What follows belongs to an exercise in optimizing a design on an open flow for small area, a short achievable clock period and few clock cycles per item; a production flow would make more cautious choices.
Only simulation tests tie the RTL to the original design; equivalence was not proved.

==> flow/design.v <==
package exu_pkg;
    function automatic logic [5:0] clz32(input logic [31:0] v);
        logic        z16, z8, z4, z2, z1;
        logic [15:0] x16;
        logic [7:0]  x8;
        logic [3:0]  x4;
        logic [1:0]  x2;
        z16 = (v[31:16] == 16'b0);
        x16 = z16 ? v[15:0] : v[31:16];
        z8 = (x16[15:8] == 8'b0);
        x8 = z8 ? x16[7:0] : x16[15:8];
        z4 = (x8[7:4] == 4'b0);
        x4 = z4 ? x8[3:0] : x8[7:4];
        z2 = (x4[3:2] == 2'b0);
        x2 = z2 ? x4[1:0] : x4[3:2];
        z1 = !x2[1];
        if (v == 32'b0) begin
            clz32 = 6'd32;
        end else begin
            clz32 = {1'b0, z16, z8, z4, z2, z1};
        end
    endfunction
    function automatic logic [31:0] rev32(input logic [31:0] v);
        for (int i = 0; i < 32; i++) begin
            rev32[i] = v[31-i];
        end
    endfunction
    function automatic logic [64:0] bk_add(input logic [63:0] a, input logic [63:0] b, input int n);
        logic [63:0] g, p, gg, pp, s;
        g = a & b;
        p = a ^ b;
        gg = g;
        pp = p;
        for (int d = 1; d < 64; d = d * 2) begin
            for (int i = 2 * d - 1; i < 64; i = i + 2 * d) begin
                if (i < n) begin
                    gg[i] = gg[i] | (pp[i] & gg[i-d]);
                    pp[i] = pp[i] & pp[i-d];
                end
            end
        end
        for (int d = 32; d >= 1; d = d / 2) begin
            for (int i = 3 * d - 1; i < 64; i = i + 2 * d) begin
                if (i < n) begin
                    gg[i] = gg[i] | (pp[i] & gg[i-d]);
                    pp[i] = pp[i] & pp[i-d];
                end
            end
        end
        s[0] = p[0];
        for (int i = 1; i < 64; i++) begin
            s[i] = p[i] ^ gg[i-1];
        end
        bk_add = {gg[n-1], s};
    endfunction
    function automatic logic [11:0] booth_dec(input logic [7:0] chunk, input logic prev);
        logic [8:0] cc;
        cc = {chunk, prev};
        for (int j = 0; j < 4; j++) begin
            logic x2, x1, x0;
            x0 = cc[2*j];
            x1 = cc[2*j+1];
            x2 = cc[2*j+2];
            booth_dec[3*j]   = x1 ^ x0;
            booth_dec[3*j+1] = (x2 && !x1 && !x0) || (!x2 && x1 && x0);
            booth_dec[3*j+2] = x2;
        end
    endfunction
endpackage
module alu_int (
    input  logic [6-1:0]    operator,
    input  logic [32-1:0]  operand1,
    input  logic [32-1:0]  operand2,
    input  logic                    pass_sel,        
    input  logic [32-1:0]  pass_val,
    input  logic                    pass_neg,
    input  logic                    clz_inv,         
    input  logic                    sh_div,          
    input  logic                    sh_div_neg,      
    input  logic [4:0]              sh_div_amt,
    output logic [33:0]             sh_div_out,
    output logic [32-1:0]  alu_result,
    output logic [32-1:0]  sum_out,
    output logic [5:0]              clz_out,
    output logic                    overflow
);
    logic                       op_shift, op_addi, op_addsub, op_logic, op_slt, op_clz;
    logic                       inv;
    logic [32-1:0]     add_a, add_b;
    logic [32:0]       sum;
    logic                       less;
    logic                       sh_left;
    logic [32+1:0]     sh_in, sh_mid;
    logic [32-1:0]     shift_out;
    logic [4:0]                 shamt;
    logic                       sh_fill;
    logic [32-1:0]     lg;
    assign op_shift  = !operator[5] && !operator[4] && !operator[3];
    assign op_addi   = !operator[5] && !operator[4] &&  operator[3];
    assign op_addsub =  operator[5] && !operator[4] && !operator[3] && !operator[2];
    assign op_logic  =  operator[5] && !operator[4] && !operator[3] &&  operator[2];
    assign op_slt    =  operator[5] && !operator[4] &&  operator[3];
    assign op_clz    =  operator[5] &&  operator[4];
    assign inv = (op_addsub && operator[1]) || op_slt || (pass_sel && pass_neg);
    assign add_a = pass_sel ? '0 : operand1;
    assign add_b = (pass_sel ? pass_val : operand2) ^ {32{inv}};
    logic [64:0] bk;
    assign bk = exu_pkg::bk_add(64'({add_a, 1'b1}), 64'({add_b, inv}), 33);
    assign sum = {bk[64], bk[32:1]};
    assign sum_out = sum[31:0];
    assign overflow = (op_addi || op_addsub) && !operator[0]
        && (operand1[31] == add_b[31]) && (sum[31] != operand1[31]);
    assign less = operator[0] ? !sum[32]
        : ((operand1[31] != operand2[31]) ? operand1[31] : sum[31]);
    assign sh_left = sh_div || !operator[1];
    assign sh_in = sh_left ? {exu_pkg::rev32(operand2), sh_div_neg, sh_div_neg} : {operand2, 2'b00};
    assign shamt = sh_div ? sh_div_amt : operand1[4:0];
    assign sh_fill = !sh_div && operator[1] && operator[0] && operand2[31];
    assign sh_mid = 34'($signed({sh_fill, sh_in}) >>> shamt);
    assign shift_out = sh_left ? exu_pkg::rev32(sh_mid[33:2]) : sh_mid[33:2];
    assign sh_div_out = {sh_mid[0], sh_mid[1], shift_out};
    assign clz_out = exu_pkg::clz32(operand1 ^ {32{clz_inv}});
    logic [32-1:0] lg_and, lg_xor;
    assign lg_and = add_a & add_b;
    assign lg_xor = add_a ^ add_b;
    always_comb begin
        case (operator[1:0])
            2'b00:   lg = lg_and;
            2'b01:   lg = lg_and | lg_xor;
            2'b10:   lg = lg_xor;
            default: lg = ~(lg_and | lg_xor);
        endcase
    end
    always_comb begin
        if (op_shift)       alu_result = shift_out;
        else if (op_logic)  alu_result = lg;
        else if (op_slt)    alu_result = {31'b0, less};
        else if (op_clz)    alu_result = {26'b0, clz_out};
        else                alu_result = sum[31:0];
    end
endmodule
module muldiv_unit (
    input  logic [32:0]             mcand,           
    input  logic [11:0]             bctl,            
    input  logic [32:0]             acc,
    input  logic                    mul_corr,        
    output logic [40:0]             mul_t,
    input  logic                    div_sel,         
    input  logic [31:0]             rem,
    input  logic [33:0]             dvs,             
    input  logic                    dvs_pos,
    output logic [31:0]             rem_next,
    output logic                    quo_bit
);
    localparam int MW = 41;
    localparam logic [MW-1:0] SIGN_K = -(41'(1) << 33) - (41'(1) << 35) - (41'(1) << 37)
        - (41'(1) << 39);
    function automatic logic [2*MW-1:0] csa(input logic [MW-1:0] x, input logic [MW-1:0] y,
                                            input logic [MW-1:0] z);
        logic [MW-1:0] s, c;
        s = x ^ y ^ z;
        c = (x & y) | (x & z) | (y & z);
        csa = {s, c[MW-2:0], 1'b0};
    endfunction
    logic [MW-1:0] pp [4];
    logic [MW-1:0] negs;
    logic [MW-1:0] acc_row;
    logic [MW-1:0] s1, c1, s2, c2, s3, c3, s4, c4;
    always_comb begin
        negs = '0;
        for (int j = 0; j < 4; j++) begin
            logic one, two, neg;
            logic [33:0] r;
            one = bctl[3*j];
            two = bctl[3*j+1];
            neg = bctl[3*j+2];
            for (int i = 0; i < 34; i++) begin
                logic ai, aim1;
                ai = (i < 33) ? mcand[i] : mcand[32];
                aim1 = (i > 0) ? mcand[i-1] : 1'b0;
                r[i] = ((one && ai) || (two && aim1)) ^ neg;
            end
            pp[j] = MW'({~r[33], r[32:0]}) << (2*j);
            negs[2*j] = neg;
        end
        acc_row = {SIGN_K[MW-1:34], ~acc[32], acc[32:0]};
        if (mul_corr) begin
            negs[MW-1:8] = mcand;
        end
        {s1, c1} = csa(pp[0], pp[1], pp[2]);
        {s2, c2} = csa(pp[3], acc_row, negs);
        {s3, c3} = csa(s1, c1, s2);
        {s4, c4} = csa(s3, c3, c2);
    end
    logic [64:0] cpa;
    logic [40:0] cpa_a, cpa_b;
    assign cpa_a = div_sel ? {5'b0, rem, 1'b1} : s4;
    assign cpa_b = div_sel ? {{6{dvs[33]}}, dvs, dvs_pos} : c4;
    assign cpa = exu_pkg::bk_add(64'(cpa_a), 64'(cpa_b), 41);
    assign mul_t = cpa[40:0];
    assign rem_next = cpa[35] ? rem : cpa[32:1];
    assign quo_bit = !cpa[35];
endmodule
module exu_top (
    input  logic                    clk,
    input  logic                    rst_n,
    input  logic                    in_valid,
    input  logic [6-1:0]    operator,
    input  logic [32-1:0]  operand1,
    input  logic [32-1:0]  operand2,
    input  logic [5-1:0]  in_write_addr,
    input  logic                    in_write_enable,
    output logic                    in_ready,
    output logic                    out_valid,
    output logic [5-1:0]  write_addr,
    output logic                    write_enable,
    output logic [32-1:0]  write_data
);
    logic                       v1;
    logic [6-1:0]       op1;
    logic [32-1:0]     a1;
    logic [32-1:0]     b1;
    logic [5-1:0]     wa1;
    logic                       we1;
    logic                       inv_a1;      
    logic                       inv_b1;      
    logic                       rdy_q;
    logic [31:0]                hi;
    logic [31:0]                lo;
    logic                       hx;          
    logic                       hneg;        
    logic                       lneg;        
    logic                       hz;          
    logic                       lz;          
    logic [33:0]                m;           
    logic                       msgn;        
    logic [11:0]                bctl;        
    logic                       mcorr;       
    logic                       dpos;        
    logic                       mul_mode;
    logic                       div_ph;      
    logic [4:0]                 dsh_q;       
    logic                       dfast_q;     
    logic                       mul_u;
    logic [5:0]                 cnt;         
    logic                       idle_q;      
    logic                       acc_zero;    
    logic                       dstep_q;     
    logic busy, s1_unit, go, accept, s1_load;
    logic is_mf, is_mt, is_mul, is_div, sgn;
    assign in_ready = rdy_q;
    assign busy = !idle_q;
    assign accept = in_valid && s1_load;
    assign s1_load = !v1 || go;
    assign s1_unit = !op1[5] && op1[4];
    assign go = v1 && !(s1_unit && busy) && !(is_div && !div_ph);
    assign is_mf  = s1_unit && !op1[3] && !op1[0];
    assign is_mt  = s1_unit && !op1[3] &&  op1[0];
    assign is_mul = s1_unit &&  op1[3] && !op1[1];
    assign is_div = s1_unit &&  op1[3] &&  op1[1];
    assign sgn = !op1[0];
    logic [31:0] alu_result;
    logic [31:0] pass_out;       
    logic [5:0]  clz_a, clz_b;
    logic        overflow;
    logic        a_neg, b_neg;
    assign a_neg = is_div && inv_a1;
    assign b_neg = inv_b1;
    alu_int alu_int_i (
        .operator   (op1),
        .operand1   (a1),
        .operand2   (b1),
        .pass_sel   (s1_unit),
        .pass_val   (is_mf ? (op1[1] ? (lo & {32{!lz}}) : (hi & {32{!hz}})) : a1),
        .pass_neg   (is_mf ? (op1[1] ? lneg : hneg) : a_neg),
        .clz_inv    (inv_a1),
        .sh_div     (is_div),
        .sh_div_neg (b_neg),
        .sh_div_amt (dsh_q),
        .sh_div_out (dvs_start),
        .alu_result (alu_result),
        .sum_out    (pass_out),
        .clz_out    (clz_a),
        .overflow   (overflow)
    );
    logic [6:0]  dsh;            
    logic [33:0] dvs_start;      
    logic        b_zero, b_m1;
    assign clz_b = exu_pkg::clz32(b1 ^ {32{b_neg}});
    assign b_zero = (b1 == 32'b0);
    assign b_m1 = b_neg && (b1 == 32'hffffffff);
    assign dsh = {1'b0, clz_b} - {1'b0, clz_a} + {6'b0, a_neg};
    logic [40:0] mul_t;
    logic [31:0] rem_next;
    logic        quo_bit;
    muldiv_unit muldiv_unit_i (
        .mcand      ({msgn, m[31:0]}),
        .bctl       (bctl),
        .acc        (acc_zero ? 33'b0 : {hx, hi}),
        .mul_corr   (mcorr),
        .mul_t      (mul_t),
        .div_sel    (dstep_q),
        .rem        (hi),
        .dvs        (m),
        .dvs_pos    (dpos),
        .rem_next   (rem_next),
        .quo_bit    (quo_bit)
    );
    logic [5:0] cnt_next;
    logic       v1_next, unit_next, busy_next, div_next, div_ph_next;
    always_comb begin
        cnt_next = busy ? cnt - 6'd1 : 6'd0;
        if (go && is_mul) begin
            cnt_next = 6'd3;
        end else if (go && is_div) begin
            cnt_next = dfast_q ? 6'd0 : {1'b0, dsh_q} + 6'd1;
        end
    end
    assign v1_next = accept || (v1 && !go);
    assign unit_next = accept ? (!operator[5] && operator[4]) : s1_unit;
    assign div_next = accept ? (!operator[5] && operator[4] && operator[3] && operator[1]) : is_div;
    assign div_ph_next = !accept && v1 && is_div;
    assign busy_next = (go && (is_mul || (is_div && !dfast_q))) || (busy && cnt != 6'd1);
    always_ff @(posedge clk) begin
        if (!rst_n) begin
            v1 <= 1'b0;
            div_ph <= 1'b0;
            rdy_q <= 1'b1;
            cnt <= '0;
            idle_q <= 1'b1;
            out_valid <= 1'b0;
            write_enable <= 1'b0;
            hz <= 1'b1;
            lz <= 1'b1;
        end else begin
            v1 <= v1_next;
            rdy_q <= !(v1_next && ((unit_next && busy_next) || (div_next && !div_ph_next)));
            cnt <= cnt_next;
            idle_q <= !busy_next;
            out_valid <= go;
            write_enable <= go && we1 && !(s1_unit && !is_mf) && !overflow;
            div_ph <= div_ph_next;
            if (go && (is_mul || is_div)) begin
                hz <= 1'b0;
                lz <= 1'b0;
            end else if (go && is_mt) begin
                if (op1[1]) begin
                    lz <= 1'b0;
                end else begin
                    hz <= 1'b0;
                end
            end
        end
    end
    always_ff @(posedge clk) begin
        if (s1_load) begin
            op1 <= operator;
            a1 <= operand1;
            b1 <= operand2;
            wa1 <= in_write_addr;
            we1 <= in_write_enable;
            inv_a1 <= (operator == 6'h3d) || (operator == 6'h1a && operand1[31]);
            inv_b1 <= (operator == 6'h1a) && operand2[31];
        end
        write_addr <= wa1;
        write_data <= alu_result;
        if (!div_ph) begin
            dsh_q <= dsh[4:0];
            dfast_q <= clz_b[5] || dsh[6];
        end
    end
    logic        mul_cont;
    logic [31:0] next_src;
    assign mul_cont = (go && is_mul) || (busy && mul_mode && cnt != 6'd1);
    assign next_src = idle_q ? b1 : lo;
    logic [8:0] bsrc;
    assign bsrc = mul_cont ? next_src[15:7] : {s1_load ? operand2[7:0] : b1[7:0], 1'b0};
    always_ff @(posedge clk) begin
        bctl <= exu_pkg::booth_dec(bsrc[8:1], bsrc[0]);
        mcorr <= busy && mul_mode && cnt == 6'd2 && mul_u && lo[15];
        acc_zero <= !mul_cont;
        dstep_q <= (go && is_div && !dfast_q) || (busy && !mul_mode && cnt != 6'd1);
        if (!busy_next) begin
            if (s1_load) begin
                m <= {2'b0, operand1};
                msgn <= (operator == 6'h18) && operand1[31];
            end else begin
                m <= {2'b0, a1};
                msgn <= (op1 == 6'h18) && a1[31];
            end
        end else if (busy) begin
            if (!mul_mode) begin
                m <= {m[33], m[33:1]};
            end
        end else if (go && is_div) begin
            m <= b_neg ? dvs_start : ~dvs_start;
        end
    end
    always_ff @(posedge clk) begin
        if (busy) begin
            if (mul_mode) begin
                hi <= mul_t[39:8];
                hx <= mul_t[40];
                lo <= {mul_t[7:0], lo[31:8]};
            end else begin
                hi <= rem_next;
                lo <= {lo[30:0], quo_bit};
            end
        end else if (go && is_mul) begin
            hi <= mul_t[39:8];
            hx <= mul_t[40];
            lo <= {mul_t[7:0], b1[31:8]};
            mul_u <= !sgn;
            mul_mode <= 1'b1;
            hneg <= 1'b0;
            lneg <= 1'b0;
        end else if (go && is_div) begin
            mul_mode <= 1'b0;
            dpos <= !b_neg;
            hi <= b_m1 ? 32'b0 : pass_out;
            lo <= b_zero ? 32'hffffffff : (b_m1 ? pass_out : 32'b0);
            hneg <= a_neg;
            lneg <= !b_zero && (a_neg ^ b_neg);
        end else if (go && is_mt) begin
            if (op1[1]) begin
                lo <= pass_out;
                lneg <= 1'b0;
            end else begin
                hi <= pass_out;
                hneg <= 1'b0;
            end
        end
    end
endmodule
==> flow/flow/run.sh <==
#!/bin/bash
# The standard layout, with two changes to how it is made:
# - the port buffers are buf_2 cells instead of the delay-buffer cells that
#   buffer_ports picks by default;
# - the timing repair after clock tree synthesis and global routing aims for
#   19 ns of setup slack on the 25 ns clock, so that it works on the paths that
#   set the achieved period. The constraints are the design's, unchanged.
set -euo pipefail
export BUFFER_PORTS_ARGS="-buffer_cell sky130_fd_sc_hd__buf_2"
export SETUP_SLACK_MARGIN=19.0
bash standard.sh > standard.log 2>&1
==> flow/standard.sh <==
#!/bin/bash
# synth_recipe.tcl (not shown) runs the flow's synth.tcl, then flattens the netlist and writes it again
# the make line also repeats each setting of config.mk as NAME=value (left out here)
make -C /OpenROAD-flow-scripts/flow DESIGN_CONFIG=/design/flow/config.mk WORK_HOME=/design/flow/orfs CLKGATE_MAP_FILE= SYNTH_SCRIPT=/design/flow/synth_recipe.tcl "${@:-finish}"
==> flow/config.mk <==
export PLATFORM = sky130hd
export DESIGN_NAME = exu_top
export DESIGN_NICKNAME = exu_top
export VERILOG_FILES = /design/flow/design.v
export SDC_FILE = /design/flow/constraint.sdc
export NUM_CORES = 4
export LEC_CHECK = 0
export ABC_AREA = 1
export CAP_MARGIN = 20
export CORE_MARGIN = 2
export CORE_UTILIZATION = 40
export SLEW_MARGIN = 20
==> flow/constraint.sdc <==
create_clock -name core_clock -period 25.0 [get_ports {clk}]
set_input_delay 5.0000 -clock core_clock [delete_from_list [all_inputs] [get_ports {clk}]]
set_output_delay 5.0000 -clock core_clock [all_outputs]
set_load 0.01 [all_outputs]
==> results.yml, run 1 <==
clocking:
  hold_buffers: 0
  cts_tree: "yes"
  cts.sinks: 255
  clkTransAtPathRegs_ns: 0.06
  root_buffer: "clkbuf_16"
  cts_made_buffers: 34
  cts_buffer_depth: 3
  worst_skew_pair.late_latency_ns: 0.58
  cts-htree-levels: 2
sta:
  maxSlewViolCount: 0
  fin_hold_ws_ns: 0.3424
  relSlewSlack_pct: 13.70
  tns_ns: 0
  final-hold-violation-count: 0
  setup_viol: 0
  period_needed_ns: 6.080
  rsz0062_at_grt: "yes"
  period_share_pct: 24.32
  worst_slew_pin_slew_ns: 1.281
  skew_ns: 0.03042
  fmax_ghz: 0.1645
logic_synthesis:
  netlist_area_um2: 28530
  yosys.area_share.xor_xnor_pct: 7.859
  ys_top_cells_by_count: "nand2_1, inv_1, o21ai_0"
  synth_edf_count: 189
  synthSimpleGateAreaFrac_pct: 21.28
  synth.yosys.seq_area_share_pct: 24.52
  synth_seq_cells: 255
  synth.most_common_cell: "nand2_1"
  synth_compound_area_share_pct: 18.49
  async_reset_ff_share_pct: 0
  yosysTopAreaCellShare_pct: 19.89
  synth_top_family_by_area: "simple AND/OR/NAND/NOR gates"
  yosysWarnings: 4
  avgSynthCellArea_um2: 7.336
  synth_top_cell_by_area: "edfxtp_1"
  netlist-cell-type-count: 64
  synth_area_leaders: "edfxtp_1, nand2_1, fa_1"
  synth_cells: 3889
  synthAdderAreaFrac_pct: 17.51
  synthMuxAreaShare_pct: 0.1053
  synth_nets: 4270
  synth_top_flop_cell: "edfxtp_1"
critical_path:
  critPathBufInv: 1
  critical_path.max_stage_delay_ns: 0.39
  start_kind: "flop"
  worstPathMaxFanout: 1
  cpLargestDelayFamily: "flip-flops"
  endpoint_kind: "primary output"
  path_cells: "buf_6"
  cp_slowest_cell: "dfxtp_4"
  r2r_cells: 22
  r2r_start: "op1[4]"
  critical_path_class: "flop to primary output"
  worstReg2RegEnd: "write_data[21]"
  r2r_slack_ns: 19.09
  cp.arrival_ns: 1.08
  worstPathRequired_ns: 20.00
global_route:
  grt_max_degree: 96
  antenna_found_initial: 6
  track_usage_pct: 33.48
  grt_pass1_vias: 26413
  gr-total-overflow: 0
  grt_pass1_wl_mm: 181.6
floorplanning:
  die_width_um: 271.1
  die-area_um2: 73480
  die_h_um: 271.1
  io_pins: 119
  rows: 97
  coreArea_um2: 70270
  initial_core_util_pct: 40.60
hold_path:
  hp-class: "flop to flop"
  hp-start: "wa1[4]"
  hold_depth: 0
  hold_end: "write_addr[4]"
run:
  cap_violations: 0
finish:
  drive_gt1_share_pct: 10.85
  final_net_count: 4308
  syn_to_final_growth_pct: 12.35
detailed_routing:
  first_pass_iters: 7
  wire_per_inst_um: 25.99
  drt_iter0_drc: 4421
  drt-total-wl_mm: 127.2
  drc: 0
  vias: 29192
  ant_nets: 0
  vias_per_cell: 5.964
placement:
  portBuffers: 118
  gp_routability_congestion: 1.054
  detailed_place_hpwl_mm: 96.16
status:
  status: "finished clean"
==> timing repair <==
action                                  CTS  global route
pin swaps                                 5            13
endpoints found under the setup margin  138           112
resized for setup                        85            94
gates cloned                              6             3
setup buffers                            11            48
==> metrics by stage <==
stage	utilization, %	area, um^2	worst slack, ns	cells
global placement	42.29	29720	17.51	4763
global route	45.61	32050	18.90	4893
CTS	44.42	31210	18.92	4842
finish	45.61	32050	18.92	4895
floorplan	-	28540	19.04	3889
detailed placement	42.29	29720	17.36	4763
==> how the worst max path moves through the flow <==
stage                         from        endpoint  slack [ns]  depth (start not counted)
floorplan                  bctl[2]           hi[0]       19.04                         24
global placement           bctl[3]           hi[3]       17.51                         23
detailed placement         bctl[3]           hi[6]       17.36                         23
CTS                 write_data[30]  write_data[30]       18.92                          1
global route                op1[5]   write_data[0]       18.90                         30
finish              write_data[28]  write_data[28]       18.92                          1
==> routing by layer <==
layer	wire (um)	vias to the layer above	part of all wire (%)	GRT usage [%]
met1	51610	13837	41	46.60
met2	51570	1896	41	46.99
met3	15530	326	12	8.902
li1	-	13123	-	-
met4	8422	10	6.6	17.77
met5	70	-	0.055	0
==> registers in the layout, indices dropped and copies added, names as in the netlist, 5 cells and up <==
name	flops
m	34
a1	32
b1	32
hi	32
lo	32
write_data	32
bctl	12
cnt	6
op1	6
dsh_q	5
wa1	5
write_addr	5
==> cell families (layout without fill, tap and decap cells) <==
family | Yosys count | in the layout
AO/OA/AOI/OAI | 845 | 845
XOR/XNOR | 256 | 256
adder cells (fa/ha/maj) | 302 | 302
buffers and inverters | 752 | 813
flip-flops | 255 | 255
multiplexers | 3 | 3
other | 0 | 2
AND/OR/NAND/NOR | 1476 | 1479
==> cell usage in the layout, fill, tap and decap left out, drive strengths merged, types with 2 or more instances in the layout <==
cell type / Yosys / routed
clkbuf: 166 / 41
nand3: 214 / 215
edfxtp: 189 / 189
o221ai: 30 / 30
o2111ai: 3 / 3
a221o: 3 / 3
o21ai: 307 / 307
xor2: 215 / 215
nor3: 11 / 11
a31oi: 42 / 42
a21oi: 112 / 112
ha: 140 / 140
dfxtp: 66 / 66
xnor2: 41 / 41
o22ai: 165 / 165
diode: 0 / 2
nand4: 24 / 24
a21o: 10 / 10
or2: 4 / 4
nor2: 203 / 204
o211a: 2 / 2
mux2i: 3 / 3
clkinv: 38 / 30
bufinv: 0 / 3
o211ai: 35 / 35
o21bai: 4 / 4
a221oi: 95 / 95
a22oi: 23 / 23
nand3b: 4 / 4
fa: 162 / 162
nor4: 17 / 17
inv: 492 / 495
clkinvlp: 0 / 30
nand2: 994 / 995
buf: 56 / 214
and3: 2 / 2
a211oi: 4 / 4
==> area by class of cell <==
type                    count  area, um^2
repair buffers            215        1627
flip-flops and latches    255        7068
clock inverters            22       221.5
diodes                      2       5.005
well taps                 940        1176
fillers                  7192       38220
inverters                 530        2098
repair inverters            6       45.04
multi-input cells        2885       18940
clock buffers              40       873.3
Testbench counts, summed over its fixed seeds: cycles 32,200, items 24,000.
==> run 2, diff against run 1 <==
==> flow/flow/run.sh (replaced) <==
#!/bin/bash
# The standard layout, with two changes to how it is made:
# - the port buffers are buf_1 cells instead of the delay-buffer cells that
#   buffer_ports picks by default;
# - the timing repair after clock tree synthesis and global routing aims for
#   19.1 ns of setup slack on the 25 ns clock, so that it works on the paths that
#   set the achieved period. The constraints are the design's, unchanged.
set -euo pipefail
export BUFFER_PORTS_ARGS="-buffer_cell sky130_fd_sc_hd__buf_1"
export SETUP_SLACK_MARGIN=19.1
bash standard.sh > standard.log 2>&1
--- a/flow/config.mk
+++ b/flow/config.mk
@@ -8,5 +8,5 @@
 export ABC_AREA = 1
 export CAP_MARGIN = 20
 export CORE_MARGIN = 2
-export CORE_UTILIZATION = 40
+export CORE_UTILIZATION = 50
 export SLEW_MARGIN = 20
==> run 2 against run 1 <==
Compared with the run above:
- fmax fell by 1.1%
- routed wire length increased by 2.8%
- area after synthesis unchanged
- global-route usage is 9.7 points higher
- register-to-register slack improved by 0.09 ns
- still clean on timing, DRC and antenna
- clock-buffer cell count increased by 4
- via count rose by 3.1%
- clock skew grew 0.020 ns
- largest cell class unchanged
- utilization increased by 11 points
- sequential share of layout area rose by 0.083 points
==> results.yml, run 2 <==
logic_synthesis:
  synth_edf_count: 189
  synth_top_cell_by_area: "edfxtp_1"
  synth.most_common_cell: "nand2_1"
  synth_area_leaders: "edfxtp_1, nand2_1, fa_1"
  avgSynthCellArea_um2: 7.336
  synth_nets: 4270
  netlist-cell-type-count: 64
  synth_cells: 3889
  ys_top_cells_by_count: "nand2_1, inv_1, o21ai_0"
  netlist_area_um2: 28530
  yosysTopAreaCellShare_pct: 19.89
  async_reset_ff_share_pct: 0
  synth_top_flop_cell: "edfxtp_1"
  yosysWarnings: 4
  synth.yosys.seq_area_share_pct: 24.52
  synth_seq_cells: 255
placement:
  detailed_place_hpwl_mm: 98.88
  dpl_cell_area_um2: 29330
  gp_routability_congestion: 1.066
  place_ws_ns: 17.62
  portBuffers: 118
  dp_cells: 4579
clocking:
  cts.sinks: 255
  cts_made_buffers: 34
  cts-htree-levels: 2
  clkTransAtPathRegs_ns: 0.08
  worst_skew_pair.late_latency_ns: 0.59
  cts_tree: "yes"
  root_buffer: "clkbuf_16"
  cts_buffer_depth: 3
sta:
  relSlewSlack_pct: 11.97
  final-hold-violation-count: 0
  rsz0062_at_grt: "yes"
  fmax_ghz: 0.1627
  tns_ns: 0
  period_share_pct: 24.58
  setup_slack_ns: 18.86
  skew_ns: 0.05018
  period_needed_ns: 6.145
  setup_viol: 0
  maxSlewViolCount: 0
  fin_hold_ws_ns: 0.3394
  worst_slew_pin_slew_ns: 1.307
critical_path:
  worstPathMaxFanout: 1
  critPathBufInv: 1
  worstPathRequired_ns: 20.00
  cp_slowest_cell: "dfxtp_4"
  endpoint_kind: "primary output"
  cp.arrival_ns: 1.14
  cpLargestDelayFamily: "flip-flops"
  path_cells: "buf_6"
  critical_path_class: "flop to primary output"
  critical_path.max_stage_delay_ns: 0.43
  start_kind: "flop"
detailed_routing:
  ant_nets: 0
  first_pass_iters: 6
  drt-total-wl_mm: 130.7
  drc: 0
  wire_per_inst_um: 27.73
  drt_iter0_drc: 4618
  vias: 30107
  vias_per_cell: 6.385
hold_path:
  hp-class: "flop to flop"
finish:
  drive_gt1_share_pct: 10.09
  final_cells: 4715
  top_register: "m"
  final_util_pct: 56.59
  syn_to_final_growth_pct: 11.85
  fillers: 5474
  mostFrequentLayoutCells: "nand2_1, inv_1, o21ai_0"
  largest_reg_flops: 34
  layout_commonest_cell: "nand2_1"
  final_net_count: 4311
  post-route-cell-area_um2: 31910
floorplanning:
  coreArea_um2: 56390
  die_h_um: 242.9
  die_width_um: 242.9
  io_pins: 119
  die-area_um2: 58990
  initial_core_util_pct: 50.60
  rows: 87
status:
  status: "finished clean"
global_route:
  grt_pass1_vias: 27796
  antenna_found_initial: 5
  gr-total-overflow: 0
  track_usage_pct: 43.14
  grt_pass1_wl_mm: 187.9
  grt_max_degree: 110
run:
  cap_violations: 0
-- run 2: cell counts after synthesis --
Identical to the previous run, type by type.
-- run 2: cell families (layout without fill, tap and decap cells) --
family,count (synthesis),in the layout,synth area share [%]
fa+ha+maj,302,302,17.51
other cells,0,3,0
simple gates,1476,1480,21.28
xor+xnor,256,256,7.859
compound gates,845,845,18.49
mux,3,3,0.1053
buf+inv,752,815,10.23
flops,255,255,24.52
-- run 2: layer usage --
metal  wire [um]  vias up  global-route usage [%]
li1            -    13138                       -
met1       49730    14281                   57.84
met2       52690     2232                   61.28
met3       17020      454                   11.03
met4       11290        2                   28.56
met5           8        -                       0
-- run 2: timing repair --
item / 4_1_cts / 5_1_grt
hold buffers: 0 / 0
setup buffers: 20 / 40
gates resized for setup: 145 / 114
gates cloned: 9 / 2
endpoints found under the setup margin: 144 / 111
pin swaps: 7 / 28
-- run 2: cell type report --
cell class                      instances  area, um^2  share of cell area [%]
Timing Repair inverter                  7       50.05                  0.1568
Sequential cell                       255        7063                   22.13
Timing Repair Buffer                  216        1420                   4.450
Antenna cell                            3       7.507                 0.02353
Multi-Input combinational cell       2886       19210                   60.21
Inverter                              530        2081                   6.521
Tap cell                              756       945.9                   2.964
Clock buffer                           44       959.7                   3.007
Clock inverter                         18       171.4                  0.5372
-- run 2: path summary, 6_finish.rpt --
path,startpoint,end,slack [ns],cells after the start
setup reg to reg,op1[4],write_data[24],19.18,23
hold reg to reg,wa1[4],write_addr[4],0.34,0
hold / removal,wa1[4],write_addr[4],0.34,0
setup / recovery,write_data[30],write_data[30],18.86,1
==> run 3, diff against run 2 <==
--- a/flow/design.v
+++ b/flow/design.v
@@ -246,14 +246,15 @@
     logic                       idle_q;      
     logic                       acc_zero;    
     logic                       dstep_q;     
-    logic busy, s1_unit, go, accept, s1_load;
+    logic busy, s1_unit, go, accept, s1_load, mul_last;
     logic is_mf, is_mt, is_mul, is_div, sgn;
     assign in_ready = rdy_q;
     assign busy = !idle_q;
     assign accept = in_valid && s1_load;
     assign s1_load = !v1 || go;
     assign s1_unit = !op1[5] && op1[4];
-    assign go = v1 && !(s1_unit && busy) && !(is_div && !div_ph);
+    assign mul_last = busy && mul_mode && cnt == 6'd1;
+    assign go = v1 && !(s1_unit && busy && !(is_mf && mul_last)) && !(is_div && !div_ph);
     assign is_mf  = s1_unit && !op1[3] && !op1[0];
     assign is_mt  = s1_unit && !op1[3] &&  op1[0];
     assign is_mul = s1_unit &&  op1[3] && !op1[1];
@@ -307,7 +308,7 @@
         .quo_bit    (quo_bit)
     );
     logic [5:0] cnt_next;
-    logic       v1_next, unit_next, busy_next, div_next, div_ph_next;
+    logic       v1_next, unit_next, busy_next, div_next, div_ph_next, mf_next, mul_last_next;
     always_comb begin
         cnt_next = busy ? cnt - 6'd1 : 6'd0;
         if (go && is_mul) begin
@@ -320,6 +321,8 @@
     assign unit_next = accept ? (!operator[5] && operator[4]) : s1_unit;
     assign div_next = accept ? (!operator[5] && operator[4] && operator[3] && operator[1]) : is_div;
     assign div_ph_next = !accept && v1 && is_div;
+    assign mf_next = accept ? (!operator[5] && operator[4] && !operator[3] && !operator[0]) : is_mf;
+    assign mul_last_next = busy && mul_mode && cnt == 6'd2;
     assign busy_next = (go && (is_mul || (is_div && !dfast_q))) || (busy && cnt != 6'd1);
     always_ff @(posedge clk) begin
         if (!rst_n) begin
@@ -334,7 +337,8 @@
             lz <= 1'b1;
         end else begin
             v1 <= v1_next;
-            rdy_q <= !(v1_next && ((unit_next && busy_next) || (div_next && !div_ph_next)));
+            rdy_q <= !(v1_next && ((unit_next && busy_next && !(mf_next && mul_last_next))
+                || (div_next && !div_ph_next)));
             cnt <= cnt_next;
             idle_q <= !busy_next;
             out_valid <= go;
@@ -363,7 +367,11 @@
             inv_b1 <= (operator == 6'h1a) && operand2[31];
         end
         write_addr <= wa1;
-        write_data <= alu_result;
+        if (is_mf && mul_last) begin
+            write_data <= op1[1] ? {mul_t[7:0], lo[31:8]} : mul_t[39:8];
+        end else begin
+            write_data <= alu_result;
+        end
         if (!div_ph) begin
             dsh_q <= dsh[4:0];
             dfast_q <= clz_b[5] || dsh[6];
==> flow/flow/run.sh (replaced) <==
#!/bin/bash
# The standard layout, with two changes to how it is made:
# - the port buffers are buf_2 cells instead of the delay-buffer cells that
#   buffer_ports picks by default;
# - the timing repair after clock tree synthesis and global routing aims for
#   19 ns of setup slack on the 25 ns clock, so that it works on the paths that
#   set the achieved period. The constraints are the design's, unchanged.
set -euo pipefail
export BUFFER_PORTS_ARGS="-buffer_cell sky130_fd_sc_hd__buf_2"
export SETUP_SLACK_MARGIN=19.0
bash standard.sh > standard.log 2>&1
--- a/flow/config.mk
+++ b/flow/config.mk
@@ -8,5 +8,5 @@
 export ABC_AREA = 1
 export CAP_MARGIN = 20
 export CORE_MARGIN = 2
-export CORE_UTILIZATION = 50
+export CORE_UTILIZATION = 40
 export SLEW_MARGIN = 20
==> run 3 against run 2 <==
Compared with the run above:
- final area grew 2.7%
- cell count grew 5.8%
- utilization shrank 11 points
==> results.yml, run 3 <==
logic_synthesis:
  synth_cells: 3947
  netlist_area_um2: 29160
  ys_top_cells_by_count: "nand2_1, inv_1, xor2_1"
  avgSynthCellArea_um2: 7.389
  synth_seq_cells: 255
  yosysWarnings: 4
  synth_area_leaders: "edfxtp_1, nand2_1, fa_1"
  netlist-cell-type-count: 61
  synth_edf_count: 189
  synth.most_common_cell: "nand2_1"
  synth.yosys.seq_area_share_pct: 23.99
  synth_top_cell_by_area: "edfxtp_1"
  yosysTopAreaCellShare_pct: 19.46
  synth_top_flop_cell: "edfxtp_1"
  async_reset_ff_share_pct: 0
  synth_nets: 4328
sta:
  setup_viol: 0
  rsz0062_at_grt: "yes"
  skew_ns: 0.02471
  relSlewSlack_pct: 30.00
  period_needed_ns: 6.079
  period_share_pct: 24.32
  worst_slew_pin_slew_ns: 1.046
  maxSlewViolCount: 0
  final-hold-violation-count: 0
  tns_ns: 0
  fmax_ghz: 0.1645
detailed_routing:
  drt_iter0_drc: 4256
  vias_per_cell: 5.930
  vias: 29592
  first_pass_iters: 6
  drc: 0
  ant_nets: 0
  wire_per_inst_um: 25.87
  drt-total-wl_mm: 129.1
clocking:
  cts_buffer_depth: 3
  worst_skew_pair.late_latency_ns: 0.57
  hold_buffers: 0
  cts-htree-levels: 2
  root_buffer: "clkbuf_16"
  clkTransAtPathRegs_ns: 0.05
  cts_made_buffers: 36
  cts_tree: "yes"
  cts.sinks: 255
global_route:
  grt_pass1_wl_mm: 184.9
  gr-total-overflow: 0
  grt_max_degree: 89
  track_usage_pct: 33.48
  antenna_found_initial: 4
  grt_pass1_vias: 27110
critical_path:
  timing.critical_path.from: "write_data[31]"
  crit_path_end: "write_data[31]"
  cp.arrival_ns: 1.08
  path_cells: "buf_6"
  worstPathMaxFanout: 1
  critical_path.max_stage_delay_ns: 0.40
  crit_cells: 1
  cpLargestDelayFamily: "flip-flops"
  worstPathRequired_ns: 20.00
  r2r_cells: 20
  critPathBufInv: 1
  endpoint_kind: "primary output"
  worstReg2RegEnd: "write_data[18]"
  cp_slowest_cell: "dfxtp_4"
  start_kind: "flop"
  r2r_slack_ns: 19.10
  critical_path_class: "flop to primary output"
  r2r_start: "m[16]"
floorplanning:
  rows: 99
  die-area_um2: 75080
  die_width_um: 274.0
  die_h_um: 274.0
  initial_core_util_pct: 40.18
  coreArea_um2: 72590
  io_pins: 119
run:
  cap_violations: 0
finish:
  top_register: "m"
  drive_gt1_share_pct: 12.88
  final_util_pct: 45.15
  mostFrequentLayoutCells: "nand2_1, inv_1, xor2_1"
  final_net_count: 4386
  syn_to_final_growth_pct: 12.38
  largest_reg_flops: 34
  layout_commonest_cell: "nand2_1"
placement:
  gp_routability_congestion: 1.028
  detailed_place_hpwl_mm: 97.42
  portBuffers: 118
status:
  status: "finished clean"
hold_path:
  hp-class: "flop to flop"
[run 3: cell count changes in the layout (fill, tap and decap cells not counted), sizes merged, moves of 22 or more]
cell     delta
o2111ai    +33
a21oi      +35
a31oi      -30
a221oi     -56
clkinv     -22
o21ai      +32
nand3      -77
a22oi      +35
buf        +26
inv        +51
[run 3: how the worst min path moves through the flow]
stage / end / slack (ns) / start / cells after the start
floorplan: write_addr[0] / 0.32 / wa1[0] / 0
global placement: write_addr[1] / 0.32 / wa1[1] / 0
detailed placement: write_addr[0] / 0.33 / wa1[0] / 0
CTS: write_addr[1] / 0.34 / wa1[1] / 0
global route: write_addr[1] / 0.34 / wa1[1] / 0
finish: write_addr[1] / 0.34 / wa1[1] / 0
[run 3: stage by stage]
stage | hold WS, ns | worst slack (ns) | cell area, um^2 | cells
2_1_floorplan | 0.3233 | 19.12 | 29170 | 3947
4_1_cts | 0.3413 | 18.93 | 32010 | 4938
3_3_place_gp | 0.3235 | 17.44 | 30350 | 4848
3_5_place_dp | 0.3293 | 17.43 | 30350 | 4848
6_report | 0.3363 | 18.92 | 32770 | 4990
5_1_grt | 0.3395 | 18.92 | 32770 | 4988
[run 3: routing by layer]
layer,part of all wire (%),track usage [%],vias to the layer above
li1,-,-,13306
met1,39,45.23,13883
met2,41,49.21,1994
met3,13,8.670,403
met4,6.5,17.05,6
met5,0.032,0,-
[run 3: cell families after synthesis]
kind of cell | Yosys count | synth area share, %
multiplexers | 3 | 0.1030
XOR/XNOR | 256 | 7.688
AND/OR/NAND/NOR | 1399 | 19.85
adder cells (fa/ha/maj) | 302 | 17.13
buffers and inverters | 797 | 11.00
flip-flops | 255 | 23.99
AO/OA/AOI/OAI | 935 | 20.25
[run 3: repair_timing]
item | in CTS | in global routing
hold endpoints to repair | 0 | 0
gates cloned | 4 | 5
buffers inserted | 24 | 45
pin swaps | 6 | 14
setup endpoints to repair | 117 | 92
gates resized for setup | 99 | 82
[run 3: layout make-up]
| cell class | count | area (um^2) |
|---|---|---|
| fill | 7528 | 39810 |
| multi-input combinational | 2899 | 19300 |
| sequential | 255 | 7061 |
| inverter | 566 | 2222 |
| timing repair buffer | 244 | 1848 |
| tap | 959 | 1200 |
| clock buffer | 51 | 1040 |
| clock inverter | 11 | 81.33 |
| timing repair inverter | 3 | 20.02 |
| antenna | 2 | 5.005 |
Testbench counts of run 3, summed over its fixed seeds: cycles 31,478, items 24,000.
==> run 4, diff against run 3 <==
==> flow/flow/run.sh (replaced) <==
#!/bin/bash
# The standard layout, with two changes to how it is made:
# - the port buffers are buf_1 cells instead of the delay-buffer cells that
#   buffer_ports picks by default;
# - the timing repair after clock tree synthesis and global routing aims for
#   19 ns of setup slack on the 25 ns clock, so that it works on the paths that
#   set the achieved period. The constraints are the design's, unchanged.
set -euo pipefail
export BUFFER_PORTS_ARGS="-buffer_cell sky130_fd_sc_hd__buf_1"
export SETUP_SLACK_MARGIN=19.0
bash standard.sh > standard.log 2>&1
==> run 4 against run 3 <==
Compared with the run above:
- still clean on timing, DRC and antenna
- flip-flop and latch count is the same
- die area is the same
- register-to-register slack lost 0.05 ns
- first-iteration DRC count grew 6.7%
- non-clock buffer count grew 26
- largest cell class unchanged
==> results.yml, run 4 <==
status:
  status: "finished clean"
logic_synthesis:
  synth_cells: 3947
  synth_top_flop_cell: "edfxtp_1"
  synth_top_cell_by_area: "edfxtp_1"
  synth_nets: 4328
  netlist-cell-type-count: 61
  yosysTopAreaCellShare_pct: 19.46
  synth.yosys.seq_area_share_pct: 23.99
  ys_top_cells_by_count: "nand2_1, inv_1, xor2_1"
  avgSynthCellArea_um2: 7.389
  synth_area_leaders: "edfxtp_1, nand2_1, fa_1"
  yosysWarnings: 4
  synth_seq_cells: 255
  synth_edf_count: 189
  netlist_area_um2: 29160
  async_reset_ff_share_pct: 0
  synth.most_common_cell: "nand2_1"
finish:
  final_net_count: 4413
  syn_to_final_growth_pct: 13.50
  drive_gt1_share_pct: 12.09
  final_util_pct: 45.60
  top_register: "m"
  layout_commonest_cell: "nand2_1"
  largest_reg_flops: 34
  mostFrequentLayoutCells: "nand2_1, inv_1, xor2_1"
sta:
  rsz0062_at_grt: "yes"
  setup_viol: 0
  worst_slew_pin_slew_ns: 1.054
  final-hold-violation-count: 0
  period_share_pct: 24.26
  relSlewSlack_pct: 29.65
  skew_ns: 0.02239
  tns_ns: 0
  maxSlewViolCount: 0
  fmax_ghz: 0.1649
  period_needed_ns: 6.065
global_route:
  met2_usage_pct: 50.20
  grt_max_degree: 88
  use_met1_pct: 45.08
  gr-total-overflow: 0
  grt_most_used_layer: "met2"
  grt_pass1_wl_mm: 183.5
  track_usage_pct: 33.18
  grtUsageMet3_pct: 7.444
  antenna_found_initial: 5
  grt_pass1_vias: 27198
critical_path:
  critical_path_class: "flop to primary output"
  critPathBufInv: 1
  worstPathRequired_ns: 20.00
  path_cells: "buf_6"
  start_kind: "flop"
  cp_slowest_cell: "dfxtp_4"
  cp.arrival_ns: 1.07
  cpLargestDelayFamily: "flip-flops"
  critical_path.max_stage_delay_ns: 0.37
  worstPathMaxFanout: 1
  endpoint_kind: "primary output"
clocking:
  cts-htree-levels: 2
  cts.sinks: 255
  cts_buffer_depth: 3
  cts_tree: "yes"
  root_buffer: "clkbuf_16"
  cts_made_buffers: 36
  worst_skew_pair.late_latency_ns: 0.58
  clkTransAtPathRegs_ns: 0.07
detailed_routing:
  ant_nets: 0
  wire_per_inst_um: 25.76
  drc: 0
  first_pass_iters: 9
  vias_per_cell: 5.916
  drt_iter0_drc: 4541
  drt-total-wl_mm: 129.4
  vias: 29706
floorplanning:
  rows: 99
  die_h_um: 274.0
  coreArea_um2: 72590
  io_pins: 119
  die-area_um2: 75080
  die_width_um: 274.0
  initial_core_util_pct: 40.18
placement:
  detailed_place_hpwl_mm: 97.03
  portBuffers: 118
  gp_routability_congestion: 1.029
hold_path:
  hp-class: "flop to flop"
run:
  cap_violations: 0
-- run 4: final cells by class --
cell class | count | area, um^2
timing repair inverter | 3 | 22.52
multi-input combinational | 2900 | 19420
tap | 959 | 1200
timing repair buffer | 270 | 1976
fill | 7465 | 39490
clock buffer | 53 | 1089
clock inverter | 13 | 101.3
sequential | 255 | 7059
inverter | 566 | 2228
antenna | 2 | 5.005
-- run 4: kinds of logic after synthesis --
| kind of cell | count (synthesis) | share of synthesized area [%] |
|---|---|---|
| xor gates and xnor gates | 256 | 7.688 |
| AOI/OAI and AO/OA | 935 | 20.25 |
| adders and majority gates | 302 | 17.13 |
| and+or+nand+nor | 1399 | 19.85 |
| buffers and inverters | 797 | 11.00 |
| muxes | 3 | 0.1030 |
| DFF | 255 | 23.99 |
-- run 4: path summary, 6_finish.rpt --
kind	from	endpoint	slack, ns	cells past startpoint
worst max-delay path	write_data[28]	write_data[28]	18.93	1
worst min-delay path	wa1[0]	write_addr[0]	0.34	0
worst max register to register	m[28]	hi[5]	19.05	23
worst min register to register	wa1[0]	write_addr[0]	0.34	0
-- run 4: repair_timing --
item | CTS | global route
setup buffers | 21 | 75
cloned | 5 | 6
gates resized for setup | 139 | 107
hold buffers | 0 | 0
endpoints found under the setup margin | 149 | 102
pin swaps | 6 | 18
-- run 4: per-stage QoR --
stage	worst slack [ns]	area [um^2]	cells	hold WS (ns)
detailed placement	17.34	30190	4846	0.3288
finish	18.93	33100	5021	0.3393
global placement	17.50	30190	4846	0.3241
global route	18.88	33090	5019	0.3489
floorplan	19.12	29170	3947	0.3233
CTS	18.94	31940	4938	0.3411
-- run 4: layer usage --
metal	up-vias	part of all wire (%)
met5	-	0.028
met4	6	6.1
met3	363	12
met2	1903	43
met1	14055	40
li1	13379	-
==> run 5, diff against run 4 <==
--- a/flow/design.v
+++ b/flow/design.v
@@ -238,23 +238,20 @@
     logic                       mcorr;       
     logic                       dpos;        
     logic                       mul_mode;
-    logic                       div_ph;      
-    logic [4:0]                 dsh_q;       
-    logic                       dfast_q;     
+    logic                       div_hold;    
     logic                       mul_u;
     logic [5:0]                 cnt;         
     logic                       idle_q;      
     logic                       acc_zero;    
     logic                       dstep_q;     
-    logic busy, s1_unit, go, accept, s1_load, mul_last;
+    logic busy, s1_unit, go, accept, s1_load;
     logic is_mf, is_mt, is_mul, is_div, sgn;
     assign in_ready = rdy_q;
     assign busy = !idle_q;
     assign accept = in_valid && s1_load;
     assign s1_load = !v1 || go;
     assign s1_unit = !op1[5] && op1[4];
-    assign mul_last = busy && mul_mode && cnt == 6'd1;
-    assign go = v1 && !(s1_unit && busy && !(is_mf && mul_last)) && !(is_div && !div_ph);
+    assign go = v1 && !(s1_unit && busy);
     assign is_mf  = s1_unit && !op1[3] && !op1[0];
     assign is_mt  = s1_unit && !op1[3] &&  op1[0];
     assign is_mul = s1_unit &&  op1[3] && !op1[1];
@@ -277,7 +274,7 @@
         .clz_inv    (inv_a1),
         .sh_div     (is_div),
         .sh_div_neg (b_neg),
-        .sh_div_amt (dsh_q),
+        .sh_div_amt (dsh[4:0]),
         .sh_div_out (dvs_start),
         .alu_result (alu_result),
         .sum_out    (pass_out),
@@ -286,11 +283,12 @@
     );
     logic [6:0]  dsh;            
     logic [33:0] dvs_start;      
-    logic        b_zero, b_m1;
+    logic        b_zero, b_m1, dfast;
     assign clz_b = exu_pkg::clz32(b1 ^ {32{b_neg}});
     assign b_zero = (b1 == 32'b0);
     assign b_m1 = b_neg && (b1 == 32'hffffffff);
     assign dsh = {1'b0, clz_b} - {1'b0, clz_a} + {6'b0, a_neg};
+    assign dfast = clz_b[5] || dsh[6];       
     logic [40:0] mul_t;
     logic [31:0] rem_next;
     logic        quo_bit;
@@ -308,26 +306,21 @@
         .quo_bit    (quo_bit)
     );
     logic [5:0] cnt_next;
-    logic       v1_next, unit_next, busy_next, div_next, div_ph_next, mf_next, mul_last_next;
+    logic       v1_next, unit_next, busy_next;
     always_comb begin
         cnt_next = busy ? cnt - 6'd1 : 6'd0;
         if (go && is_mul) begin
             cnt_next = 6'd3;
         end else if (go && is_div) begin
-            cnt_next = dfast_q ? 6'd0 : {1'b0, dsh_q} + 6'd1;
+            cnt_next = dfast ? 6'd1 : {1'b0, dsh[4:0]} + 6'd1;
         end
     end
     assign v1_next = accept || (v1 && !go);
     assign unit_next = accept ? (!operator[5] && operator[4]) : s1_unit;
-    assign div_next = accept ? (!operator[5] && operator[4] && operator[3] && operator[1]) : is_div;
-    assign div_ph_next = !accept && v1 && is_div;
-    assign mf_next = accept ? (!operator[5] && operator[4] && !operator[3] && !operator[0]) : is_mf;
-    assign mul_last_next = busy && mul_mode && cnt == 6'd2;
-    assign busy_next = (go && (is_mul || (is_div && !dfast_q))) || (busy && cnt != 6'd1);
+    assign busy_next = (go && (is_mul || is_div)) || (busy && cnt != 6'd1);
     always_ff @(posedge clk) begin
         if (!rst_n) begin
             v1 <= 1'b0;
-            div_ph <= 1'b0;
             rdy_q <= 1'b1;
             cnt <= '0;
             idle_q <= 1'b1;
@@ -337,13 +330,11 @@
             lz <= 1'b1;
         end else begin
             v1 <= v1_next;
-            rdy_q <= !(v1_next && ((unit_next && busy_next && !(mf_next && mul_last_next))
-                || (div_next && !div_ph_next)));
+            rdy_q <= !(v1_next && unit_next && busy_next);
             cnt <= cnt_next;
             idle_q <= !busy_next;
             out_valid <= go;
             write_enable <= go && we1 && !(s1_unit && !is_mf) && !overflow;
-            div_ph <= div_ph_next;
             if (go && (is_mul || is_div)) begin
                 hz <= 1'b0;
                 lz <= 1'b0;
@@ -367,15 +358,7 @@
             inv_b1 <= (operator == 6'h1a) && operand2[31];
         end
         write_addr <= wa1;
-        if (is_mf && mul_last) begin
-            write_data <= op1[1] ? {mul_t[7:0], lo[31:8]} : mul_t[39:8];
-        end else begin
-            write_data <= alu_result;
-        end
-        if (!div_ph) begin
-            dsh_q <= dsh[4:0];
-            dfast_q <= clz_b[5] || dsh[6];
-        end
+        write_data <= alu_result;
     end
     logic        mul_cont;
     logic [31:0] next_src;
@@ -387,7 +370,7 @@
         bctl <= exu_pkg::booth_dec(bsrc[8:1], bsrc[0]);
         mcorr <= busy && mul_mode && cnt == 6'd2 && mul_u && lo[15];
         acc_zero <= !mul_cont;
-        dstep_q <= (go && is_div && !dfast_q) || (busy && !mul_mode && cnt != 6'd1);
+        dstep_q <= (go && is_div && !dfast) || (busy && !mul_mode && !div_hold && cnt != 6'd1);
         if (!busy_next) begin
             if (s1_load) begin
                 m <= {2'b0, operand1};
@@ -397,7 +380,7 @@
                 msgn <= (op1 == 6'h18) && a1[31];
             end
         end else if (busy) begin
-            if (!mul_mode) begin
+            if (!mul_mode && !div_hold) begin
                 m <= {m[33], m[33:1]};
             end
         end else if (go && is_div) begin
@@ -410,7 +393,7 @@
                 hi <= mul_t[39:8];
                 hx <= mul_t[40];
                 lo <= {mul_t[7:0], lo[31:8]};
-            end else begin
+            end else if (!div_hold) begin
                 hi <= rem_next;
                 lo <= {lo[30:0], quo_bit};
             end
@@ -424,6 +407,7 @@
             lneg <= 1'b0;
         end else if (go && is_div) begin
             mul_mode <= 1'b0;
+            div_hold <= dfast;
             dpos <= !b_neg;
             hi <= b_m1 ? 32'b0 : pass_out;
             lo <= b_zero ? 32'hffffffff : (b_m1 ? pass_out : 32'b0);
==> flow/flow/run.sh (replaced) <==
#!/bin/bash
# The standard layout, with two changes to how it is made:
# - the port buffers are buf_2 cells instead of the delay-buffer cells that
#   buffer_ports picks by default;
# - the timing repair after clock tree synthesis and global routing aims for
#   19 ns of setup slack on the 25 ns clock, so that it works on the paths that
#   set the achieved period. The constraints are the design's, unchanged.
set -euo pipefail
export BUFFER_PORTS_ARGS="-buffer_cell sky130_fd_sc_hd__buf_2"
export SETUP_SLACK_MARGIN=19.0
bash standard.sh > standard.log 2>&1
==> run 5 against run 4 <==
Compared with the run above:
- hold slack improved by 0.0044 ns
- die area is 3.0% lower
- register-to-register slack about the same
- largest cell class unchanged
- clock skew up 0.00084 ns
- critical path depth unchanged
- clock-buffer cell count decreased by 21
- sequential share of layout area is 0.89 points lower
- flip-flop and latch count is 6 lower
==> results.yml, run 5 <==
critical_path:
  cp_slowest_cell: "dfxtp_2"
  worstReg2RegEnd: "write_data[26]"
  r2r_start: "op1[1]"
  critical_path_class: "flop to primary output"
  path_cells: "buf_6"
  cp.arrival_ns: 1.06
  r2r_cells: 18
  cpLargestDelayFamily: "flip-flops"
  endpoint_kind: "primary output"
  start_kind: "flop"
  worstPathMaxFanout: 1
  critPathBufInv: 1
  timing.critical_path.from: "write_data[2]"
  worstPathRequired_ns: 20.00
  r2r_slack_ns: 19.06
  crit_path_end: "write_data[2]"
  crit_cells: 1
  critical_path.max_stage_delay_ns: 0.33
logic_synthesis:
  synth.yosys.seq_area_share_pct: 24.13
  synth_cells: 3844
  synth_top_cell_by_area: "edfxtp_1"
  synth.most_common_cell: "nand2_1"
  yosysWarnings: 4
  synth_area_leaders: "edfxtp_1, nand2_1, fa_1"
  netlist_area_um2: 28290
  synth_top_flop_cell: "edfxtp_1"
  avgSynthCellArea_um2: 7.359
  netlist-cell-type-count: 58
  synth_seq_cells: 249
  synth_nets: 4225
  ys_top_cells_by_count: "nand2_1, inv_1, o21ai_0"
  yosysTopAreaCellShare_pct: 19.53
  async_reset_ff_share_pct: 0
  synth_edf_count: 184
clocking:
  cts_made_buffers: 30
  cts-htree-levels: 1
  clkTransAtPathRegs_ns: 0.07
  worst_skew_pair.late_latency_ns: 0.62
  cts.sinks: 249
  cts_tree: "yes"
  cts_buffer_depth: 3
  root_buffer: "clkbuf_16"
finish:
  final_net_count: 4377
  layout_commonest_cell: "nand2_1"
  syn_to_final_growth_pct: 18.91
  mostFrequentLayoutCells: "nand2_1, inv_1, o21ai_0"
  drive_gt1_share_pct: 16.42
  largest_reg_flops: 34
  final_util_pct: 48.04
  top_register: "m"
global_route:
  gr-total-overflow: 0
  grt_pass1_vias: 27342
  track_usage_pct: 34.84
  grt_max_degree: 100
  grt_pass1_wl_mm: 188.6
  antenna_found_initial: 7
sta:
  rsz0062_at_grt: "yes"
  worst_slew_pin_slew_ns: 1.184
  period_share_pct: 24.22
  maxSlewViolCount: 0
  relSlewSlack_pct: 20.23
  fmax_ghz: 0.1651
  skew_ns: 0.02323
  setup_slack_ns: 18.94
  final-hold-violation-count: 0
  period_needed_ns: 6.056
  tns_ns: 0
  fin_hold_ws_ns: 0.3437
  setup_viol: 0
status:
  status: "finished clean"
run:
  cap_violations: 0
detailed_routing:
  drt-total-wl_mm: 133.9
  drc: 0
  wire_per_inst_um: 26.97
  vias_per_cell: 6.010
  first_pass_iters: 10
  drt_iter0_drc: 4617
  vias: 29834
  ant_nets: 0
placement:
  place_ws_ns: 17.72
  portBuffers: 118
  gp_routability_congestion: 1.054
  detailed_place_hpwl_mm: 97.74
floorplanning:
  initial_core_util_pct: 40.40
  die_h_um: 269.9
  rows: 97
  coreArea_um2: 70030
  die-area_um2: 72860
  die_width_um: 269.9
  io_pins: 119
hold_path:
  hp-class: "flop to flop"
==> run 5: changes by cell type in the layout (fill, tap and decap cells not counted), sizes merged, moves of 15 or more <==
cell and delta:
a22oi -34, a31oi +23, o221ai -20, o2111ai -30, nand2 -59, a21oi -31
o211ai -15, clkinv +24, a221oi +51, buf +55, nand3 +89, inv -48
==> run 5: worst min-delay path by stage <==
stage | startpoint | end | slack, ns | cells past startpoint
6_report | wa1[0] | write_addr[0] | 0.34 | 0
5_1_grt | wa1[0] | write_addr[0] | 0.35 | 0
4_1_cts | wa1[4] | write_addr[4] | 0.34 | 0
3_5_place_dp | wa1[2] | write_addr[2] | 0.33 | 0
3_3_place_gp | wa1[2] | write_addr[2] | 0.33 | 0
2_1_floorplan | wa1[0] | write_addr[0] | 0.32 | 0
==> run 5: worst register-to-register path, stage by stage, from the launching register on <==
cell and delay (ns):
edfxtp_1 0.51, inv_1 0.53, nor2_4 0.16, buf_4 0.22, buf_12 0.14, a221oi_1 0.71
a221oi_1 0.13, xor2_1 0.21, ha_1 0.42, a21oi_1 0.13, o21ai_0 0.26, a21oi_1 0.13
nand2_2 0.16, a21o_1 0.23, a31oi_1 0.14, fa_1 0.48, xnor2_1 0.40, a21oi_1 0.34
a31oi_1 0.50
==> run 5: logic make-up (layout without fill, tap and decap cells) <==
logic type | count (synthesis) | in the layout | synth area share [%]
simple gates | 1412 | 1416 | 20.80
other cells | 0 | 4 | 0
mux | 2 | 2 | 0.07077
flops | 249 | 249 | 24.13
compound gates | 874 | 874 | 19.03
buf+inv | 748 | 920 | 10.27
fa+ha+maj | 302 | 302 | 17.66
xor+xnor | 257 | 257 | 8.037
==> run 5: routing by layer <==
| layer | vias up | wire length [um] | track usage [%] |
|---|---|---|---|
| li1 | 13270 | - | - |
| met1 | 14229 | 51790 | 46.16 |
| met2 | 1941 | 55220 | 50.27 |
| met3 | 392 | 16100 | 9.202 |
| met4 | 2 | 10780 | 21.87 |
| met5 | - | 11 | 0 |
==> run 5: repair_timing <==
action | CTS | global route
cloned | 6 | 13
buffers inserted | 62 | 91
resized for setup | 162 | 217
pin swaps | 18 | 65
endpoints found under the setup margin | 178 | 168
hold buffers | 0 | 0
==> run 5: per-stage QoR <==
stage                     cell area [um^2]  instances
after floorplan                      28320       3844
after global placement               29590       4732
after detailed placement             29590       4732
after CTS                            31750       4856
after global routing                 33630       4960
final                                33640       4964
==> run 5: area by class of cell <==
class | instances | area [um^2]
clock buffers | 32 | 789.5
well taps | 940 | 1176
inverters | 529 | 2186
repair inverters | 3 | 20.02
fillers | 7056 | 36390
repair buffers | 332 | 2897
flip-flops and latches | 249 | 6875
clock inverters | 24 | 226.5
diodes | 4 | 10.01
multi-input cells | 2851 | 19460
Testbench counts of run 5, summed over its fixed seeds: cycles 31,651, items 24,000.

==> separate check: timing with driven ports <==
The results above use ideal ports. As a check the final layouts listed here were re-extracted and re-timed, cells and wires unchanged.
Step 1 (the two cells are an assumption about what drives the block):
set clk [get_ports {clk}]
set_driving_cell -lib_cell sky130_fd_sc_hd__clkbuf_16 $clk
set_driving_cell -lib_cell sky130_fd_sc_hd__buf_2 [delete_from_list [all_inputs] $clk]
Step 2 also shifts input and output timing later by t, the mid clock arrival at the registers, as if the neighbouring blocks saw the same clock.
Three values: no drivers, after step 1, after step 2; two values: the first two.
run | shift t [ns] | setup WS [ns] | hold WS [ns] | worst slew at a driven data input, ns
run 1 | 0.637 | 18.920 / 18.852 / 18.464 | 0.342 / 0.342 / 0.342 | 0.06
run 2 | 0.629 | 18.855 / 18.790 / 18.590 | 0.339 / 0.339 / 0.339 | 0.04
run 3 | 0.619 | 18.921 / 18.858 / 18.445 | 0.336 / 0.336 / 0.336 | 0.05
run 4 | 0.631 | 18.935 / 18.868 / 18.500 | 0.339 / 0.339 / 0.339 | 0.06
run 5 | 0.670 | 18.944 / 18.881 / 18.714 | 0.344 / 0.344 / 0.344 | 0.06
After both steps setup and hold are still met in every run listed. For run 3, which loses most, drivers alone change the setup slack by -0.063 ns; drivers and shift together by -0.476 ns.
